This is an optimization exercise on Yosys and OpenROAD, whose aim is small area and a short achievable clock period, not a production implementation.
At most, simulation tests tie the RTL to the original design; equivalence was not proved.

run 1:
// key_expansion
module key_expansion
#(
    parameter int NR = key_expansion_pkg::NR_DEFAULT
) (
    input  logic            clk,
    input  logic            rst_n,
    input  logic            start_in,
    input  logic [31:0]     K0_in,
    input  logic [31:0]     K1_in,
    input  logic [31:0]     K2_in,
    input  logic [31:0]     K3_in,
    input  logic            ready_in,
    output logic [31:0]     D0_out,
    output logic [31:0]     D1_out,
    output logic [31:0]     D2_out,
    output logic [31:0]     D3_out,
    output logic            valid_out,
    output logic [3:0]      round_out,
    output logic            busy_out,
    output logic            done_out
);
Size: roughly 1500 cells after synthesis, ~130 flip-flops.
==> flow/config.mk <==
export PLATFORM = sky130hd
export DESIGN_NAME = key_expansion
export DESIGN_NICKNAME = key_expansion
export VERILOG_FILES = /design/flow/design.v
export SDC_FILE = /design/flow/constraint.sdc
export NUM_CORES = 4
export LEC_CHECK = 0
export CAP_MARGIN = 20
export CORE_MARGIN = 2
export CORE_UTILIZATION = 40
export SLEW_MARGIN = 20
==> flow/constraint.sdc <==
create_clock -name core_clock -period 17.0 [get_ports {clk}]
set_input_delay 3.4000 -clock core_clock [delete_from_list [all_inputs] [get_ports {clk}]]
set_output_delay 3.4000 -clock core_clock [all_outputs]
set_load 0.01 [all_outputs]
standard.sh (not shown) runs the stock make flow with config.mk's settings and CLKGATE_MAP_FILE= SYNTH_SCRIPT=/design/flow/synth_recipe.tcl, a recipe that flattens the netlist after the stock synthesis.
==> flow/flow/run.sh <==
#!/bin/bash
# Layout flow: the standard ORFS flow (standard.sh), with extra make variables from
# flow/make_args.txt (one VAR=value per line) and, if flow/abc.script exists, that ABC
# script in place of ORFS's abc_speed.script and abc_area.script (a copy of ORFS's scripts folder is used).
# Each ORFS step writes its own log under orfs/logs/; make's output goes to make.log.
set -euo pipefail
HERE=$(pwd)
ARGS=()
if [[ -f flow/abc.script ]]; then
  rm -rf "$HERE/scripts"
  cp -r "$FLOW_HOME/scripts" "$HERE/scripts"
  cp flow/abc.script "$HERE/scripts/abc_speed.script"
  cp flow/abc.script "$HERE/scripts/abc_area.script"
  ARGS+=("SCRIPTS_DIR=$HERE/scripts")
fi
if [[ -f flow/make_args.txt ]]; then
  while IFS= read -r line; do
    [[ -n "$line" && "$line" != \#* ]] && ARGS+=("$line")
  done < flow/make_args.txt
fi
echo "make args: ${ARGS[*]}" > make.log
bash standard.sh "${ARGS[@]}" finish >> make.log 2>&1
==> flow/flow/abc.script <==
strash
dch
map -D 3000
topo
stime -c
buffer -c
upsize -c
dnsize -c
==> flow/flow/make_args.txt <==
ABC_CLOCK_PERIOD_IN_PS=3000
CORE_UTILIZATION=50
SETUP_SLACK_MARGIN=12.8
BUFFER_PORTS_ARGS=-buffer_cell sky130_fd_sc_hd__buf_2
Run 1 | status: complete | timing, DRC, antenna: pass
What run 2 does differently from run 1 at the input level:
==> flow/flow/make_args.txt <==
ABC_CLOCK_PERIOD_IN_PS=3000
CORE_UTILIZATION=65
SETUP_SLACK_MARGIN=12.5
BUFFER_PORTS_ARGS=-buffer_cell sky130_fd_sc_hd__buf_2
## What came out
Diff run 1 -> run 2: maximum clock rate shrank by 0.53%; top fanout value on the critical path higher.
Compared run 1 against run 2; portion of the clock cycle consumed by the worst path in the final layout within noise.
--- input diff run 2..run 3 ---
==> flow/flow/make_args.txt <==
ABC_CLOCK_PERIOD_IN_PS=3000
CORE_UTILIZATION=40
SETUP_SLACK_MARGIN=12.5
BUFFER_PORTS_ARGS=-buffer_cell sky130_fd_sc_hd__buf_1
CTS_BUF_LIST=sky130_fd_sc_hd__clkbuf_8
==> summary.txt <==
Diff run 2 -> run 3: wire length of the first global-routing pass grew by 0.33%; design area has decreased; met2 demand-to-capacity share in global routing -27 points.
For the setup slack, run 3 came in 0.13 ns higher than run 2 did.
Against run 2, run 3 comes in about 2.8% higher on maximum clock frequency.
Function was not checked in any run of this note: the RTL went through the layout flow alone.


== build 46 ==
Another version of the RTL of key_expansion (not shown whole).
Size in the first run: roughly 1,500 cells after synthesis, about 130 flip-flops, ~270 I/O pins.
export LEC_CHECK = 0
export CAP_MARGIN = 20
export CORE_MARGIN = 2
export CORE_UTILIZATION = 40
export SLEW_MARGIN = 20
create_clock -name core_clock -period 17.0 [get_ports {clk}]
==> flow/flow/make_args.txt <==
ABC_CLOCK_PERIOD_IN_PS=3000
CORE_UTILIZATION=40
SETUP_SLACK_MARGIN=12.5
BUFFER_PORTS_ARGS=-buffer_cell sky130_fd_sc_hd__buf_1
CTS_BUF_LIST=sky130_fd_sc_hd__clkbuf_8
Scripts as last shown in full above: flow/flow/run.sh, flow/flow/abc.script
Build 46 | stages: all done | timing, DRC, antenna: all pass
The inputs of build 86 differ from those of build 46 as listed below.
==> flow/flow/make_args.txt <==
ABC_CLOCK_PERIOD_IN_PS=3000
CORE_UTILIZATION=50
SETUP_SLACK_MARGIN=12.35
BUFFER_PORTS_ARGS=-buffer_cell sky130_fd_sc_hd__buf_1
CTS_ARGS=-sink_clustering_enable -repair_clock_nets -buf_list sky130_fd_sc_hd__clkbuf_8 -dont_use_dummy_load -sink_clustering_size 30 -sink_clustering_max_diameter 100
--- outcome ---
Build 86 vs. build 46: clock-cell share of area -1.5 points; area enclosed by the die boundary -20%.
Relative to build 46, sequential share of layout area increased by 1.1 points in build 86.
Diff build 46 -> build 86: area added between synthesis and finish now sits lower; cell count now sits lower.
Core footprint delta (build 86 − build 46): favourable
Inputs modified between build 86 and build 22:
==> flow/flow/make_args.txt <==
ABC_CLOCK_PERIOD_IN_PS=3000
CORE_UTILIZATION=50
SETUP_SLACK_MARGIN=12.65
BUFFER_PORTS_ARGS=-buffer_cell sky130_fd_sc_hd__buf_1
CTS_BUF_LIST=sky130_fd_sc_hd__clkbuf_8
Results
Summary of build 22 over build 86: utilization after layout now larger; clock period minus worst slack moved down.
From build 86 to build 22 the numbers moved as follows: per-cell routed wire length moved up, final cell area excluding filler cells now sits higher, routed wire length now larger.
Build 22 went all the way through synthesis, placement and routing and the layout is clean on timing, DRC and antenna.
Edits applied to the flow inputs when going from build 22 to build 56:
==> flow/flow/make_args.txt <==
ABC_CLOCK_PERIOD_IN_PS=3000
CORE_UTILIZATION=50
SETUP_SLACK_MARGIN=12.5
BUFFER_PORTS_ARGS=-buffer_cell sky130_fd_sc_hd__buf_1
CTS_BUF_LIST=sky130_fd_sc_hd__clkbuf_8
PLACE_DENSITY=0.45
Findings:
The total wirelength of the detailed-routed design reported for build 56 is smaller than that of build 22 by 15%. The lower area added between synthesis and finish of build 56 and build 22 is in build 56.
Changes in build 77 relative to build 56:
==> flow/flow/abc.script <==
strash
dch
map -D 3300
topo
stime -c
buffer -c
upsize -c
dnsize -c
==> flow/flow/make_args.txt <==
ABC_CLOCK_PERIOD_IN_PS=3300
CORE_UTILIZATION=50
SETUP_SLACK_MARGIN=12.35
BUFFER_PORTS_ARGS=-buffer_cell sky130_fd_sc_hd__buf_1
CTS_ARGS=-sink_clustering_enable -repair_clock_nets -buf_list sky130_fd_sc_hd__clkbuf_8 -dont_use_dummy_load
### Flow results
- Looking at the reports, build 77 completed the entire flow and the layout it produced met the timing, DRC and antenna checks.
- Taking build 56 as the reference, in build 77 global routing met2 resource utilization decreased 3.8 points; sequential cell count essentially unchanged; maximum number of pins on one net before global-route repair increased about 70%.
> inputs changed (build 77 -> build 33)
==> flow/flow/abc.script <==
strash
dch
map -D 2600
topo
stime -c
buffer -c
upsize -c
dnsize -c
==> flow/flow/make_args.txt <==
ABC_CLOCK_PERIOD_IN_PS=2600
CORE_UTILIZATION=50
SETUP_SLACK_MARGIN=12.35
BUFFER_PORTS_ARGS=-buffer_cell sky130_fd_sc_hd__buf_1
CTS_ARGS=-sink_clustering_enable -repair_clock_nets -buf_list sky130_fd_sc_hd__clkbuf_8 -dont_use_dummy_load
SYNTH_HIERARCHICAL=1
Every run in the comparison, build 33 and build 77, completed the flow with a clean layout. In the reports for build 33 and build 77, the larger proportion of cell area occupied by registers belongs to build 77. Going from build 77 to build 33, the routed wirelength normalized by instance count was found to have gone down by 0.49 um. Between build 33 and build 77, it is build 33 whose maximum fanout along the worst path is lower, by 41. The lower worst setup slack of build 33 and build 77 is in build 77. Total via count after detailed routing delta (build 33 − build 77): unfavourable. Relative to build 77, met2 demand-to-capacity share in global routing decreased by 3.4 points in build 33.


Setup of lane 1:
key_expansion, a different RTL version from the one above (not shown whole).
Size in the first run: ~1700 cells after synthesis, about 140 flip-flops, ~270 I/O pins, about 16000 um2 of cells after synthesis.
make LEC_CHECK=0 ABC_CLOCK_PERIOD_IN_PS=3000 CAP_MARGIN=20 CORE_MARGIN=2 CORE_UTILIZATION=60 SETUP_SLACK_MARGIN=5 SLEW_MARGIN=20 finish   # period 17.0 ns
run.sh (not shown) runs the stock make flow with config.mk's settings and CLKGATE_MAP_FILE= SYNTH_SCRIPT=/design/flow/synth_recipe.tcl, a recipe that flattens the netlist after the stock synthesis.
Stock flow here: none of the scripts above is used.
Changes in lane 2 relative to lane 1:
--- a/flow/config.mk
+++ b/flow/config.mk
@@ -6,8 +6,6 @@
 export NUM_CORES = 4
 export LEC_CHECK = 0
-export ABC_CLOCK_PERIOD_IN_PS = 3000
 export CAP_MARGIN = 20
 export CORE_MARGIN = 2
-export CORE_UTILIZATION = 60
-export SETUP_SLACK_MARGIN = 5
+export CORE_UTILIZATION = 40
 export SLEW_MARGIN = 20
--- outcome ---
Of the two values seen for destination of the critical timing path, w3_q[23] was produced by lane 2 and w3_q[8] by lane 1. Lane 2 reports its top routing layer in use as met5 while lane 1 reports met4. Relative to lane 1, the first-pass GRT wire length of lane 2 is higher by 0.46%.
No run of this note included a check of the RTL's function; only the layout flow was run.


key_expansion, a different RTL version from the one above (not shown whole).
Size in the first run: about 2,800 cells after synthesis, about 130 flip-flops, roughly 270 I/O pins, roughly 0.016 mm^2 of cells after synthesis.
==> flow/config.mk <==
export PLATFORM = sky130hd
export DESIGN_NAME = key_expansion
export DESIGN_NICKNAME = key_expansion
export VERILOG_FILES = /design/flow/design.v
export SDC_FILE = /design/flow/constraint.sdc
export NUM_CORES = 4
export LEC_CHECK = 0
export CAP_MARGIN = 20
export CORE_MARGIN = 2
export CORE_UTILIZATION = 40
export SLEW_MARGIN = 20
==> flow/constraint.sdc <==
create_clock -name core_clock -period 17.0 [get_ports {clk}]
set_input_delay 3.4000 -clock core_clock [delete_from_list [all_inputs] [get_ports {clk}]]
set_output_delay 3.4000 -clock core_clock [all_outputs]
set_load 0.01 [all_outputs]
standard.sh (not shown) runs the stock make flow with config.mk's settings and CLKGATE_MAP_FILE= SYNTH_SCRIPT=/design/flow/synth_recipe.tcl, a recipe that flattens the netlist after the stock synthesis.
==> flow/flow/make_args.txt <==
ABC_AREA=1
CORE_UTILIZATION=60
SETUP_SLACK_MARGIN=13.0
BUFFER_PORTS_ARGS=-buffer_cell sky130_fd_sc_hd__buf_2
Scripts as last shown in full above: flow/flow/run.sh
The first run died in global routing with DPL-0038.
Rerun with:
==> flow/flow/abc.script (new file) <==
strash
dch
map -D 3000
topo
stime -c
buffer -c
upsize -c
dnsize -c
==> flow/flow/make_args.txt (replaced) <==
ABC_CLOCK_PERIOD_IN_PS=3000
CORE_UTILIZATION=50
SETUP_SLACK_MARGIN=12.5
BUFFER_PORTS_ARGS=-buffer_cell sky130_fd_sc_hd__buf_2
Outcome: Now the flow finished clean. Synthesized cell count falls by 43%. Area after synthesis falls by 25%.
Rerun with:
==> flow/flow/make_args.txt (replaced) <==
ABC_AREA=1
CORE_UTILIZATION=60
SETUP_SLACK_MARGIN=12.5
BUFFER_PORTS_ARGS=-buffer_cell sky130_fd_sc_hd__buf_2
removed: flow/flow/abc.script
What happened: Synthesized cell count came out higher by about 75%; count of clock-buffer cells in the layout is unchanged; clock skew is about the same.
Rerun with:
==> flow/flow/abc.script (new file) <==
strash
dch
map -a
topo
stime -c
buffer -c
upsize -c
dnsize -c
==> flow/flow/make_args.txt (replaced) <==
ABC_CLOCK_PERIOD_IN_PS=2500
CORE_UTILIZATION=50
SETUP_SLACK_MARGIN=12.5
BUFFER_PORTS_ARGS=-buffer_cell sky130_fd_sc_hd__buf_2
What happened: Non-clock buffer count is higher by 179. Cell area is lower by 6.8%. Die area is lower by 20%. Setup slack gets worse by 0.49 ns.

[static timing again, ports no longer ideal]
In the flow no input, the clock included, has a driving cell. The finished layouts below were timed again as built, in two steps. Step 1 sets driving cells, clkbuf_16 on the clock port and buf_2 on the other inputs (assumed; they add their load-dependent delay and slew). Step 2 also shifts input and output timing later by t, the mid clock arrival at the registers, as if the neighbouring blocks saw the same clock. Slacks: no drivers / after step 1 / after step 2; pairs: no drivers / after step 1.
run | shift t [ns] | setup slack, ns | slew at the worst register clock pin (ns) | cell pins on the clock port's net
run 1 | 0.485 | 12.409 / 12.359 / 12.165 | 0.07 / 0.07 | 1
run 2 | 0.486 | 12.385 / 12.385 / 11.996 | 0.07 / 0.07 | 1
run 3 | 0.503 | 12.510 / 12.467 / 12.092 | 0.09 / 0.09 | 1
build 46 | 0.509 | 12.360 / 12.318 / 11.946 | 0.09 / 0.09 | 1
build 86 | 0.490 | 12.396 / 12.354 / 11.977 | 0.10 / 0.10 | 1
build 22 | 0.506 | 12.456 / 12.409 / 12.081 | 0.10 / 0.10 | 1
build 56 | 0.505 | 12.453 / 12.408 / 12.070 | 0.09 / 0.09 | 1
build 77 | 0.481 | 12.401 / 12.386 / 11.905 | 0.09 / 0.09 | 1
build 33 | 0.499 | 12.422 / 12.375 / 11.927 | 0.09 / 0.09 | 1
lane 1 | 0.487 | 10.373 / 10.373 / 10.373 | 0.08 / 0.08 | 1
lane 2 | 0.495 | 10.390 / 10.390 / 10.390 | 0.07 / 0.07 | 1
the second run of note 4 | 0.477 | 12.523 / 12.474 / 12.162 | 0.07 / 0.07 | 1
the third run of note 4 | 0.495 | 12.518 / 12.465 / 12.138 | 0.07 / 0.07 | 1
the fourth run of note 4 | 0.483 | 12.029 / 12.029 / 12.029 | 0.07 / 0.07 | 1
After both steps every run listed still meets setup and hold. For build 77, which loses most, drivers alone change the setup slack by -0.015 ns; drivers and shift together by -0.496 ns.
